From an optimization exercise on the open Yosys and OpenROAD flow, aimed at small area; shortcuts taken in it are not production practice. In this exercise RTL edits were held to simulation tests only and were not proved equivalent to the original. Power figures rest on the tool's default switching activity, not on a simulated workload.

Setup of job 101:
==> flow/design.v (excerpt) <==
module core_id_pipe #(
  parameter int unsigned XLEN = 32,
  parameter int unsigned NREG = 32
) (
  input  logic            i_clk,
  input  logic            i_rst_n,
  input  logic            i_valid,
  output logic            o_ready,
  input  logic [31:0]     i_instr,
  input  logic [XLEN-1:0] i_pc,
  input  logic            i_flush,
  input  logic            i_ex_valid,
  input  logic            i_ex_mem_read,
  input  logic [4:0]      i_ex_rd,
  input  logic            i_wb_reg_write,
  input  logic [4:0]      i_wb_rd,
  input  logic [XLEN-1:0] i_rd_din,
  output logic            o_valid,
  input  logic            i_ready,
  output logic [XLEN-1:0] o_pc,
  output logic [6:0]      o_opcode,
  output logic [2:0]      o_funct3,
  output logic [6:0]      o_funct7,
  output logic [4:0]      o_rd,
  output logic [4:0]      o_rs1,
  output logic [4:0]      o_rs2,
  output logic [XLEN-1:0] o_imm,
  output logic [XLEN-1:0] o_rs1_dout,
  output logic [XLEN-1:0] o_rs2_dout,
  output logic            o_illegal
);
For scale: roughly 2,300 cells after synthesis, about 43,000 sq um of cells after synthesis.
export LEC_CHECK = 0
export CAP_MARGIN = 5
export CORE_MARGIN = 2
export CORE_UTILIZATION = 55
export PLACE_DENSITY = 0.68
export SETUP_SLACK_MARGIN = 0.15
export SLEW_MARGIN = 5
export SYNTH_HIERARCHICAL = 1
create_clock -name core_clock -period 5.0 [get_ports {i_clk}]
standard.sh (not shown) runs the stock make flow with config.mk's settings and CLKGATE_MAP_FILE= SYNTH_SCRIPT=/design/flow/synth_recipe.tcl, a recipe that flattens the netlist after the stock synthesis.
==> flow/flow/run.sh <==
#!/bin/bash
# Standard ORFS layout with three changes: port buffers use the smallest
# buffer, clock tree synthesis inserts no dummy loads and clusters more
# sinks per leaf buffer; after global routing, gates off the critical
# paths are downsized. Every make variable below is passed on the
# command line so that it overrides the standard flow's config.mk.
set -euo pipefail
CTS="-sink_clustering_enable -repair_clock_nets -dont_use_dummy_load -sink_clustering_size 25 -sink_clustering_max_diameter 80"
bash standard.sh \
  "BUFFER_PORTS_ARGS=-buffer_cell sky130_fd_sc_hd__buf_1" \
  "CTS_ARGS=$CTS" \
  "RECOVER_POWER=100" \
  finish > make_finish.log 2>&1
From the logs: job 101 reached the end of the flow and failed the layout checks with max-capacitance violations, max-slew violations.
[inputs] job 102 vs job 101
--- a/flow/flow/run.sh
+++ b/flow/flow/run.sh
@@ -3,4 +3,3 @@
 # buffer, clock tree synthesis inserts no dummy loads and clusters more
-# sinks per leaf buffer; after global routing, gates off the critical
-# paths are downsized. Every make variable below is passed on the
+# sinks per leaf buffer. Every make variable below is passed on the
 # command line so that it overrides the standard flow's config.mk.
@@ -11,3 +10,2 @@
   "CTS_ARGS=$CTS" \
-  "RECOVER_POWER=100" \
   finish > make_finish.log 2>&1
In summary, job 102 completed successfully, with a layout that passed the timing, design-rule and antenna checks. Comparing job 101 with job 102, the total power came out essentially unchanged. Job 102: layout-stage area growth over the synthesis result 0.92 points above job 101. Higher leakage power summed over all cells among job 101 and job 102: job 102. Largest incremental delay on the critical path: job 102 < job 101. Delta (job 102 minus job 101): routed wire length down about 0.36%, switching power summed over all nets rose 0.000012 W, register-to-register slack shows an increase of 1.37 ns.
#### Input delta (job 103 over job 102)
Settings: a deleted SETUP_SLACK_MARGIN that had been 0.15; a change of CORE_UTILIZATION from 55 to 40; a change of SLEW_MARGIN from 5 to 20; a deleted PLACE_DENSITY that had been 0.68; a change of CAP_MARGIN from 5 to 20.
==> flow/run.sh (new file) <==
#!/bin/bash
# synth_recipe.tcl (not shown) runs the flow's synth.tcl, then flattens the netlist and writes it again
# the make line also repeats each setting of config.mk as NAME=value (left out here)
make -C /OpenROAD-flow-scripts/flow DESIGN_CONFIG=/design/flow/config.mk WORK_HOME=/design/flow/orfs CLKGATE_MAP_FILE= SYNTH_SCRIPT=/design/flow/synth_recipe.tcl finish
removed: flow/flow/run.sh
removed: flow/standard.sh
## What came out
- From the logs: job 103 reached the end of the flow and failed the layout checks with negative setup slack.
- Total power: job 103 worse than job 102
- Compared with job 102, in job 103 clock network area share increased 4.0 points; sequential share of layout area decreased 6.4 points; logic depth of the worst path, buffers included increased 2; sequential area share after synthesis essentially unchanged.
Relative to job 103, the following input files were edited for job 104:
Settings: CORE_UTILIZATION: 40 -> 55; SLEW_MARGIN: 20 -> 5; SETUP_SLACK_MARGIN: unset -> 0.15; CAP_MARGIN: 20 -> 5; PLACE_DENSITY: unset -> 0.8.
==> flow/flow/run.sh (new file) <==
#!/bin/bash
# Standard ORFS layout with three changes: port buffers use the smallest
# buffer, clock tree synthesis inserts no dummy loads and clusters more
# sinks per leaf buffer. Every make variable below is passed on the
# command line so that it overrides the standard flow's config.mk.
set -euo pipefail
CTS="-sink_clustering_enable -repair_clock_nets -dont_use_dummy_load -sink_clustering_size 25 -sink_clustering_max_diameter 80"
bash standard.sh \
  "BUFFER_PORTS_ARGS=-buffer_cell sky130_fd_sc_hd__buf_1" \
  "CTS_ARGS=$CTS" \
  finish > make_finish.log 2>&1
==> flow/standard.sh (new file) <==
#!/bin/bash
# synth_recipe.tcl (not shown) runs the flow's synth.tcl, then flattens the netlist and writes it again
# the make line also repeats each setting of config.mk as NAME=value (left out here)
make -C /OpenROAD-flow-scripts/flow DESIGN_CONFIG=/design/flow/config.mk WORK_HOME=/design/flow/orfs CLKGATE_MAP_FILE= SYNTH_SCRIPT=/design/flow/synth_recipe.tcl "${@:-finish}"
removed: flow/run.sh
Findings:
Job 104 was carried through to the last stage, and its layout satisfied the timing, design-rule and antenna checks. Job 104 vs job 103: final net count down by a few percent. The worst setup slack after placement of job 104 is higher than that of job 103. Post-route minimum period: job 104 lower than job 103. Overall fraction of global-route tracks in use in job 104 is 9.9 points higher than in job 103. Re max-slew violation count: no difference whatsoever between job 103 and job 104. Job 104 ended up with a higher utilization after layout than job 103 did. H-tree depth reported by CTS is lower on job 104. In the reports for job 104 and job 103, the larger internal power of the cells belongs to job 103. Re total inserted antenna cells: job 103 was lower than job 104. Looking at highest net fanout along the worst path, job 104 sits above job 103. On combinational power share, job 104 tracks job 103 almost exactly.

[what the ideal ports hide]
No port has a modelled driver above. Below, the same layouts with a new extraction and two added sets of constraints.
Step 1: set_driving_cell puts a clkbuf_16 on i_clk and a buf_2 on each other input, an assumption about the parent block.
Step 2 also shifts input and output timing later by t, the mid clock arrival at the registers, as if the neighbouring blocks saw the same clock.
Slacks: ideal / step 1 / step 2; pairs: ideal / step 1.
run | t (ns) | setup WS [ns] | slew at the worst register clock pin (ns) | worst data-port slew with drivers (ns) | cell pins on the clock port's net
job 101 | 0.706 | 0.137 / 0.067 / -0.520 | 0.10 / 0.10 | 0.19 | 1
job 102 | 0.707 | 0.141 / 0.068 / 0.775 | 0.10 / 0.10 | 0.20 | 1
job 103 | 0.763 | -0.047 / -0.120 / 0.643 | 0.07 / 0.07 | 0.18 | 1
job 104 | 0.709 | 0.152 / 0.079 / 0.788 | 0.10 / 0.10 | 0.20 | 1
The setup slack of job 101, which loses most, moves by -0.070 ns with the drivers and by -0.657 ns with both steps.
